This is an optimization exercise on Yosys and OpenROAD, whose aim is small area, a short achievable clock period and few clock cycles per item, not a production implementation. In this exercise RTL edits were held to simulation tests only and were not proved equivalent to the original. Power is estimated from default activity; no workload was simulated.

==> flow/design.v <==
`timescale 1ns / 1ps
package cle_pkg;
    localparam logic [2:0] OP_START  = 3'd0;
    localparam logic [2:0] OP_INS_HD = 3'd1;
    localparam logic [2:0] OP_INS_TL = 3'd2;
    localparam logic [2:0] OP_INS_AF = 3'd3;
    localparam logic [2:0] OP_DELETE = 3'd4;
    localparam logic [2:0] OP_LIST   = 3'd5;
    localparam logic [1:0] ST_OK       = 2'd0;
    localparam logic [1:0] ST_EMPTY    = 2'd1;
    localparam logic [1:0] ST_NOT_FND  = 2'd2;
    localparam logic [1:0] ST_FULL     = 2'd3;
    typedef enum logic [3:0] {
        S_IDLE, S_DISPATCH, S_WALK_RD, S_WALK_CHK, S_LINK, S_OUT
    } t_state;
    typedef struct packed {
        logic       load;      
        logic       start;     
        logic       alloc;     
        logic       splice;    
        logic       rd_cur;    
        logic       step;      
        logic       del;       
        logic       emit_el;   
        logic [1:0] status;
        logic       fin;
        logic       out_load;  
    } t_cmd;
    typedef struct packed {
        logic [2:0] op;
        logic       empty;
        logic       full;
        logic       match;     
        logic       last;      
        logic       out_busy;  
    } t_sts;
endpackage
`timescale 1ns / 1ps
module cle_ram #(
    parameter int WIDTH = 32,
    parameter int DEPTH = 64
) (
    input  logic                     i_clk,
    input  logic                     i_we,
    input  logic [$clog2(DEPTH)-1:0] i_waddr,
    input  logic [WIDTH-1:0]         i_wdata,
    input  logic [$clog2(DEPTH)-1:0] i_raddr,
    output logic [WIDTH-1:0]         o_rdata
);
    logic [WIDTH-1:0] r_mem [DEPTH];
    always_ff @(posedge i_clk) begin
        if (i_we) begin
            r_mem[i_waddr] <= i_wdata;
        end
        o_rdata <= r_mem[i_raddr];
    end
endmodule
`timescale 1ns / 1ps
module cle_ctrl (
    input  logic           i_clk,
    input  logic           i_rst_n,
    input  logic           i_valid,
    output logic           o_ready,
    input  cle_pkg::t_sts  i_sts,
    output cle_pkg::t_cmd  o_cmd
);
    cle_pkg::t_state r_state, n_state;
    logic [1:0] r_st, n_st;
    always_ff @(posedge i_clk) begin
        if (!i_rst_n) begin
            r_state <= cle_pkg::S_IDLE;
            r_st    <= cle_pkg::ST_OK;
        end else begin
            r_state <= n_state;
            r_st    <= n_st;
        end
    end
    always_comb begin
        n_state = r_state;
        n_st    = r_st;
        o_cmd   = '0;
        o_ready = 1'b0;
        case (r_state)
            cle_pkg::S_IDLE: begin
                o_ready = 1'b1;
                if (i_valid) begin
                    o_cmd.load = 1'b1;
                    n_state    = cle_pkg::S_DISPATCH;
                end
            end
            cle_pkg::S_DISPATCH: begin
                n_st    = cle_pkg::ST_OK;
                n_state = cle_pkg::S_OUT;
                case (i_sts.op)
                    cle_pkg::OP_START: o_cmd.start = 1'b1;
                    cle_pkg::OP_INS_HD, cle_pkg::OP_INS_TL, cle_pkg::OP_INS_AF: begin
                        if (i_sts.empty) begin
                            o_cmd.start = 1'b1;
                        end else if (i_sts.full) begin
                            n_st = cle_pkg::ST_FULL;
                        end else if (i_sts.op == cle_pkg::OP_INS_AF) begin
                            o_cmd.rd_cur = 1'b1;
                            n_state = cle_pkg::S_WALK_RD;
                        end else begin
                            o_cmd.alloc = 1'b1;
                            n_state = cle_pkg::S_LINK;
                        end
                    end
                    cle_pkg::OP_DELETE, cle_pkg::OP_LIST: begin
                        if (i_sts.empty) begin
                            n_st = cle_pkg::ST_EMPTY;
                        end else begin
                            o_cmd.rd_cur = 1'b1;
                            n_state = cle_pkg::S_WALK_RD;
                        end
                    end
                    default: ;
                endcase
            end
            cle_pkg::S_WALK_RD: n_state = cle_pkg::S_WALK_CHK;
            cle_pkg::S_WALK_CHK: begin
                if (i_sts.op == cle_pkg::OP_LIST) begin
                    if (!i_sts.out_busy) begin
                        o_cmd.out_load = 1'b1;
                        o_cmd.emit_el  = 1'b1;
                        o_cmd.fin      = i_sts.last;
                        o_cmd.status   = cle_pkg::ST_OK;
                        if (i_sts.last) begin
                            n_state = cle_pkg::S_IDLE;
                        end else begin
                            o_cmd.step = 1'b1;
                            n_state = cle_pkg::S_WALK_RD;
                        end
                    end
                end else if (i_sts.match) begin
                    n_st = cle_pkg::ST_OK;
                    if (i_sts.op == cle_pkg::OP_INS_AF) begin
                        o_cmd.alloc = 1'b1;
                        n_state = cle_pkg::S_LINK;
                    end else begin
                        o_cmd.del = 1'b1;
                        n_state = cle_pkg::S_OUT;
                    end
                end else if (i_sts.last) begin
                    n_st = cle_pkg::ST_NOT_FND;
                    n_state = cle_pkg::S_OUT;
                end else begin
                    o_cmd.step = 1'b1;
                    n_state = cle_pkg::S_WALK_RD;
                end
            end
            cle_pkg::S_LINK: begin
                o_cmd.splice = 1'b1;
                n_state = cle_pkg::S_OUT;
            end
            cle_pkg::S_OUT: begin
                if (!i_sts.out_busy) begin
                    o_cmd.out_load = 1'b1;
                    o_cmd.status   = r_st;
                    o_cmd.fin      = 1'b1;
                    n_state = cle_pkg::S_IDLE;
                end
            end
            default: n_state = cle_pkg::S_IDLE;
        endcase
    end
endmodule
`timescale 1ns / 1ps
module cle_datapath #(
    parameter int CAPACITY = 64
) (
    input  logic           i_clk,
    input  logic           i_rst_n,
    input  cle_pkg::t_cmd  i_cmd,
    output cle_pkg::t_sts  o_sts,
    input  logic [2:0]     i_op,
    input  logic [31:0]    i_new_value,
    input  logic [31:0]    i_anchor_key,
    output logic           o_valid,
    input  logic           i_ready,
    output logic [31:0]    o_element,
    output logic [1:0]     o_status,
    output logic           o_final,
    output logic [6:0]     o_occupancy
);
    localparam int AW = $clog2(CAPACITY);
    localparam int CW = $clog2(CAPACITY + 1);
    logic [2:0]    r_op;
    logic [31:0]   r_val, r_key;
    logic [AW-1:0] r_tail, r_head, r_cur, r_prev, r_new;
    logic [CW-1:0] r_count, r_idx, r_fresh, r_nfree;
    logic          r_valid;
    logic [31:0]   r_element;
    logic [1:0]    r_status;
    logic          r_final;
    logic [6:0]    r_occ;
    logic          is_af;
    logic [AW-1:0] n_new;
    logic [31:0]   val_rd;
    logic [AW-1:0] link_rd, free_rd;
    logic          val_we, link_we;
    logic [AW-1:0] val_wa, link_wa, link_wd;
    logic [AW-1:0] free_wa, free_ra;
    logic [31:0]   cmp_val;
    cle_ram #(.WIDTH(32), .DEPTH(CAPACITY)) u_vals (
        .i_clk(i_clk), .i_we(val_we), .i_waddr(val_wa), .i_wdata(r_val),
        .i_raddr(r_cur), .o_rdata(val_rd)
    );
    cle_ram #(.WIDTH(AW), .DEPTH(CAPACITY)) u_links (
        .i_clk(i_clk), .i_we(link_we), .i_waddr(link_wa), .i_wdata(link_wd),
        .i_raddr(r_cur), .o_rdata(link_rd)
    );
    cle_ram #(.WIDTH(AW), .DEPTH(CAPACITY)) u_free (
        .i_clk(i_clk), .i_we(i_cmd.del), .i_waddr(free_wa), .i_wdata(r_cur),
        .i_raddr(free_ra), .o_rdata(free_rd)
    );
    assign is_af = (r_op == cle_pkg::OP_INS_AF);
    assign n_new   = (r_nfree != '0) ? free_rd : AW'(r_fresh);
    assign free_wa = AW'(r_nfree);
    assign free_ra = AW'(r_nfree - CW'(1));
    assign val_we  = i_cmd.start | i_cmd.alloc;
    assign val_wa  = i_cmd.start ? '0 : n_new;
    assign link_we = i_cmd.start | i_cmd.alloc | i_cmd.splice | i_cmd.del;
    always_comb begin
        if (i_cmd.start) begin
            link_wa = '0;
            link_wd = '0;
        end else if (i_cmd.alloc) begin
            link_wa = n_new;
            link_wd = is_af ? link_rd : r_head;
        end else if (i_cmd.splice) begin
            link_wa = is_af ? r_cur : r_tail;
            link_wd = r_new;
        end else begin
            link_wa = r_prev;
            link_wd = link_rd;
        end
    end
    always_ff @(posedge i_clk) begin
        if (!i_rst_n) begin
            r_tail  <= '0;
            r_head  <= '0;
            r_cur   <= '0;
            r_count <= '0;
            r_fresh <= '0;
            r_nfree <= '0;
            r_valid <= 1'b0;
        end else begin
            if (i_cmd.load) begin
                r_op  <= i_op;
                r_val <= i_new_value;
                r_key <= i_anchor_key;
            end
            if (i_cmd.start) begin
                r_tail  <= '0;
                r_head  <= '0;
                r_count <= CW'(1);
                r_fresh <= CW'(1);
                r_nfree <= '0;
            end
            if (i_cmd.alloc) begin
                r_new   <= n_new;
                r_count <= r_count + CW'(1);
                if (r_nfree != '0) begin
                    r_nfree <= r_nfree - CW'(1);
                end else begin
                    r_fresh <= r_fresh + CW'(1);
                end
            end
            if (i_cmd.splice) begin
                if (is_af) begin
                    if (r_cur == r_tail) begin
                        r_tail <= r_new;
                    end
                end else if (r_op == cle_pkg::OP_INS_HD) begin
                    r_head <= r_new;
                end else begin
                    r_tail <= r_new;
                end
            end
            if (i_cmd.del) begin
                if (r_count == CW'(1)) begin
                    r_tail <= '0;
                end else begin
                    if (r_cur == r_head) begin
                        r_head <= link_rd;
                    end
                    if (r_cur == r_tail) begin
                        r_tail <= r_prev;
                    end
                end
                r_nfree <= r_nfree + CW'(1);
                r_count <= r_count - CW'(1);
            end
            if (i_cmd.rd_cur) begin
                r_prev <= r_tail;
                r_cur  <= r_head;
                r_idx  <= '0;
            end
            if (i_cmd.step) begin
                r_prev <= r_cur;
                r_cur  <= link_rd;
                r_idx  <= r_idx + CW'(1);
            end
            if (i_cmd.out_load) begin
                r_valid <= 1'b1;
            end else if (i_ready) begin
                r_valid <= 1'b0;
            end
        end
    end
    always_ff @(posedge i_clk) begin
        if (i_cmd.out_load) begin
            r_element <= i_cmd.emit_el ? val_rd : 32'd0;
            r_status  <= i_cmd.status;
            r_final   <= i_cmd.fin;
            r_occ     <= 7'(r_count);
        end
    end
    assign cmp_val = is_af ? r_key : r_val;
    assign o_sts.op       = r_op;
    assign o_sts.empty    = (r_count == '0);
    assign o_sts.full     = (r_count >= CW'(CAPACITY));
    assign o_sts.match    = (val_rd == cmp_val);
    assign o_sts.last     = (r_idx + CW'(1) == r_count);
    assign o_sts.out_busy = r_valid & ~i_ready;
    assign o_valid     = r_valid;
    assign o_element   = r_element;
    assign o_status    = r_status;
    assign o_final     = r_final;
    assign o_occupancy = r_occ;
endmodule
`timescale 1ns / 1ps
module circular_list_engine #(
    parameter int CAPACITY = 64
) (
    input  logic        i_clk,
    input  logic        i_rst_n,
    input  logic        in_valid,
    output logic        in_ready,
    input  logic [2:0]  in_op,
    input  logic [31:0] in_new_value,
    input  logic [31:0] in_anchor_key,
    output logic        out_valid,
    input  logic        out_ready,
    output logic [31:0] out_element,
    output logic [1:0]  out_status,
    output logic        out_final_res,
    output logic [6:0]  out_occupancy
);
    cle_pkg::t_cmd cmd;
    cle_pkg::t_sts sts;
    cle_ctrl u_ctrl (
        .i_clk(i_clk), .i_rst_n(i_rst_n), .i_valid(in_valid), .o_ready(in_ready),
        .i_sts(sts), .o_cmd(cmd)
    );
    cle_datapath #(.CAPACITY(CAPACITY)) u_dp (
        .i_clk(i_clk), .i_rst_n(i_rst_n), .i_cmd(cmd), .o_sts(sts),
        .i_op(in_op), .i_new_value(in_new_value), .i_anchor_key(in_anchor_key),
        .o_valid(out_valid), .i_ready(out_ready), .o_element(out_element),
        .o_status(out_status), .o_final(out_final_res),
        .o_occupancy(out_occupancy)
    );
endmodule
==> flow/run.sh <==
#!/bin/bash
# synth_recipe.tcl (not shown) runs the flow's synth.tcl, then flattens the netlist and writes it again
# the make line also repeats each setting of config.mk as NAME=value (left out here)
make -C /OpenROAD-flow-scripts/flow DESIGN_CONFIG=/design/flow/config.mk WORK_HOME=/design/flow/orfs CLKGATE_MAP_FILE= SYNTH_SCRIPT=/design/flow/synth_recipe.tcl finish
==> flow/config.mk <==
export PLATFORM = sky130hd
export DESIGN_NAME = circular_list_engine
export DESIGN_NICKNAME = circular_list_engine
export VERILOG_FILES = /design/flow/design.v
export SDC_FILE = /design/flow/constraint.sdc
export NUM_CORES = 4
export LEC_CHECK = 0
export CAP_MARGIN = 20
export CORE_MARGIN = 2
export CORE_UTILIZATION = 40
export SLEW_MARGIN = 20
==> flow/constraint.sdc <==
create_clock -name core_clock -period 5.0 [get_ports {i_clk}]
set_input_delay 1.0000 -clock core_clock [delete_from_list [all_inputs] [get_ports {i_clk}]]
set_output_delay 1.0000 -clock core_clock [all_outputs]
set_load 0.01 [all_outputs]
==> flow_summary.yaml <==
outcome:
  status: "no timing/DRC/antenna violations"
global_routing:
  track_usage: 0.201
  grt_max_degree: 97
  gr-total-overflow: 0
  grt_pass1_wl_mm: 431
  grt_pass1_vias: 56400
  grt_antenna_before_repair: 8
routing:
  wirelength_mm: 303
  drtIter0Drc: 6687
  ant_nets: 0
  drt_first_pass_iters: 6
  wl_per_cell_microns: 31.0
  drc_errors: 0
  avgViaCountPerCell: 5.77
  via_count: 56400
worst_setup_path:
  rrSetupSlack_ns: 0.49
  end_kind: "flop"
  rr_worst_depth: 10
  cp_max_fo: 27
  arrival_ns: 5.06
  startpoint_type: "flop"
  required_ns: 5.55
  r2r_start: "u_dp.r_op[2]"
  crit_type: "reg2reg"
  r2r_end: "u_dp.u_links.r_mem[14][1]"
clock_tree:
  clk_latency_ns: 0.88
  path_clk_slew_ns: 0.06
  post_cts_buffers: 0
  cts_resized: 0
  cts-root-buf: "clkbuf_16"
  hold_buffers: 0
  cts-htree-levels: 5
  cts_tree: "built"
  cts_made_buffers: 313
  cts_sinks: 3032
  clock_path_buffers: 4
logic_synthesis:
  async_flop_share: 0
  synthCells: 5145
  synthesis.area_sq_um: 117000
  synth_seq_cells: 3032
  yosysSeqAreaShare: 0.768
  yosys_warnings: 4
  synth.distinct_cells: 84
  synthFlopType: "edfxtp_1"
  syn-num-nets: 5224
  synth_enable_flop_cells: 2944
  syn_area_per_cell_sq_um: 22.8
placed_design:
  hpwl_mm: 185
  placed_area_sq_um: 126000
  io_buffer_count: 114
  dp.cells: 9207
  pre_cts_ws_ns: 0.595
  place_congestion: 0.852
sta:
  finalCriticalPeriod_ns: 4.51
  rsz0062_at_grt: "no"
  period_share: 0.902
  slew_headroom: 0.276
  skew_ns: 0.0576
  tns_ns: 0
  fin_ws_ns: 0.492
  setup_viol: 0
  max_freq_mhz: 222
  final_max_slew_viol_count: 0
  final_hold_viol_count: 0
  worst_pin_slew_ns: 1.08
worst_hold_path:
  min_from: "u_ctrl.r_st[0]"
  hold_end: "u_ctrl.r_st[0]"
  hold_depth: 2
  min_path_type: "reg2reg"
cells_and_area:
  finish.instance_area_sq_um: 136000
  drive_gt1_frac: 0.305
  final-instance-count-excl-fill: 9769
  area_growth_syn_to_layout_pct: 15.9
  nNetsFinal: 5701
die:
  core_sq_um: 292000
  initial_utilization: 0.403
  die_w_microns: 546
  die_y_microns: 546
  num_rows: 198
  ioPinCount: 115
  die_area_sq_um: 298000
pwr:
  leakagePower_uw: 0.0403
  p_per_area_nw_per_um2: 392
  vdd_drop_max_uv: 298
run:
  cap_violations: 0
[cells in the mapped netlist (9+ instances only)]
library cell	n	area (sq um)
nor4_1	14	87.6
mux4_2	910	20500
and3_1	9	56.3
or3_1	18	113
mux2i_1	51	510
a211oi_1	22	165
a21oi_1	51	255
clkbuf_1	157	589
nand2_1	86	323
a31oi_1	9	56.3
o22ai_1	9	56.3
buf_1	67	251
buf_2	42	210
nor2b_1	13	81.3
o21ai_0	40	200
nor3_1	65	325
mux2_2	25	282
dfxtp_1	88	1760
xnor2_1	42	368
nand4_1	9	56.3
inv_1	38	143
xor2_1	29	254
nand3_1	39	195
and2_1	27	169
edfxtp_1	2944	88400
nor2_1	204	766
[flip-flops by register name, indices dropped and copies added (netlist names), 3 cells and up]
| signal | cells |
|---|---|
| u_dp.u_vals.r_mem | 2048 |
| u_dp.u_free.r_mem | 384 |
| u_dp.u_links.r_mem | 384 |
| u_dp.r_element | 32 |
| u_dp.r_key | 32 |
| u_dp.r_val | 32 |
| u_dp.u_vals.o_rdata | 32 |
| u_dp.r_count | 7 |
| u_dp.r_idx | 7 |
| u_dp.r_nfree | 7 |
| u_dp.r_occ | 7 |
| u_dp.r_cur | 6 |
| u_dp.r_fresh | 6 |
| u_dp.r_head | 6 |
| u_dp.r_new | 6 |
| u_dp.r_prev | 6 |
| u_dp.r_tail | 6 |
| u_dp.u_free.o_rdata | 6 |
| u_dp.u_links.o_rdata | 6 |
| u_ctrl.r_state | 3 |
| u_dp.r_op | 3 |
[worst max-delay path, stage by stage, from the launching register on]
cell and delay (ns):
edfxtp_1 0.48, nand3b_4 0.35, a2111oi_2 0.47, a221o_1 0.26
o211ai_1 0.33, nor3_2 0.59, a21o_1 0.28, buf_4 0.39
mux2_4 0.49, nor4_1 0.33, buf_4 0.21
[metal layers]
metal	vias up	share of wire	track usage
met2	2338	0.48	0.320
li1	22800	-	-
met4	6	0.031	0.0613
met3	426	0.068	0.0266
met5	-	0.00015	0
met1	30800	0.42	0.289
[worst max path at each step]
stage / startpoint / slack, ns / depth (start not counted) / endpoint
6_report: u_dp.r_op[2] / 0.49 / 10 / u_dp.u_links.r_mem[14][1]
3_3_place_gp: u_dp.r_op[1] / 0.70 / 10 / u_dp.u_links.r_mem[8][2]
3_5_place_dp: u_dp.r_op[2] / 0.60 / 10 / u_dp.u_links.r_mem[14][0]
5_1_grt: u_dp.r_op[2] / 0.32 / 10 / u_dp.u_links.r_mem[8][3]
2_1_floorplan: u_dp.r_val[22] / -0.55 / 10 / u_dp.u_vals.r_mem[3][0]
4_1_cts: u_dp.r_op[2] / 0.54 / 10 / u_dp.u_links.r_mem[14][1]
[through the flow]
step           utilization  hold WS (ns)  total power (uW)
3_5_place_dp         0.433         0.503             31400
6_report             0.467         0.499             53300
3_3_place_gp         0.433         0.491             31400
2_1_floorplan            -         0.403             30200
4_1_cts              0.467         0.511             53800
5_1_grt              0.467         0.518             54800
[power breakdown]
part	internal [uW]	leakage [uW]	total [uW]	switching (uW)
clock	12900	0.00471	22500	9550
combinational	663	0.00871	2300	1640
sequential	28400	0.0269	28600	213
total	41900	0.0403	53300	11400
[cells by family (layout without fill, tap and decap cells)]
group,after synthesis,in the layout,share of synthesized area
flip-flops,3032,3032,0.768
multiplexers,989,989,0.182
AND/OR/NAND/NOR,526,526,0.0215
buffers and inverters,317,1037,0.0111
AO/OA/AOI/OAI,202,202,0.0119
XOR/XNOR,71,71,0.00529
adder cells (fa/ha/maj),8,8,0.000852
other,0,4,0
[placed cells by master, fill, tap and decap left out, types with 8 or more instances in the layout]
master	count
nand3_1	38
mux4_2	910
buf_4	247
o21ai_0	40
inv_6	8
nor4_1	13
buf_12	76
nand2_1	86
clkbuf_8	9
a31oi_1	8
mux2_2	25
clkinv_1	81
clkbuf_1	72
clkinvlp_4	11
clkdlybuf4s50_1	114
a21oi_1	50
edfxtp_1	2944
nor3_1	54
nor2b_1	13
clkinv_2	32
and2_1	27
or3_1	18
nor2_1	147
dfxtp_1	81
xor2_1	28
inv_1	38
nor2_4	58
nor3_2	12
a211oi_1	22
mux2i_1	51
o22ai_1	9
nand4_1	9
xnor2_1	41
and3_1	8
bufinv_16	21
clkbuf_16	318
[area by class of cell]
type                    count  area, sq um
clock inverters           159         1380
repair buffers            438         4530
clock buffers             399         8350
inverters                  41          154
fillers                 23800       156000
diodes                      4         10.0
flip-flops and latches   3032        90200
well taps                3900         4880
multi-input cells        1796        26600
Testbench counts, summed over its fixed seeds: cycles 463,938, ops 16,000.

port drivers added, routing unchanged:
No port has a modelled driver above. Below, the same layout with a new extraction and two added sets of constraints.
Step 1: set_driving_cell puts a clkbuf_16 on i_clk and a buf_2 on each other input, an assumption about the parent block.
Step 2 times the ports against the registers' clock, not the clock port: input delays grow and output delays shrink by t, the midpoint of the rising clock arrivals with the driver on.
a / b / c = ideal ports / drivers / drivers and shift; a / b = the first two.
t (ns): 0.956
setup WS [ns]: 0.492 / 0.492 / 0.492
worst hold slack (ns): 0.499 / 0.499 / 0.499
clock arrival spread, ns: 0.063 / 0.062
pins driven straight from the clock port: 1
After both steps this run still meets setup and hold. For this run, drivers alone change the setup slack by 0.000 ns; drivers and shift together by 0.000 ns.
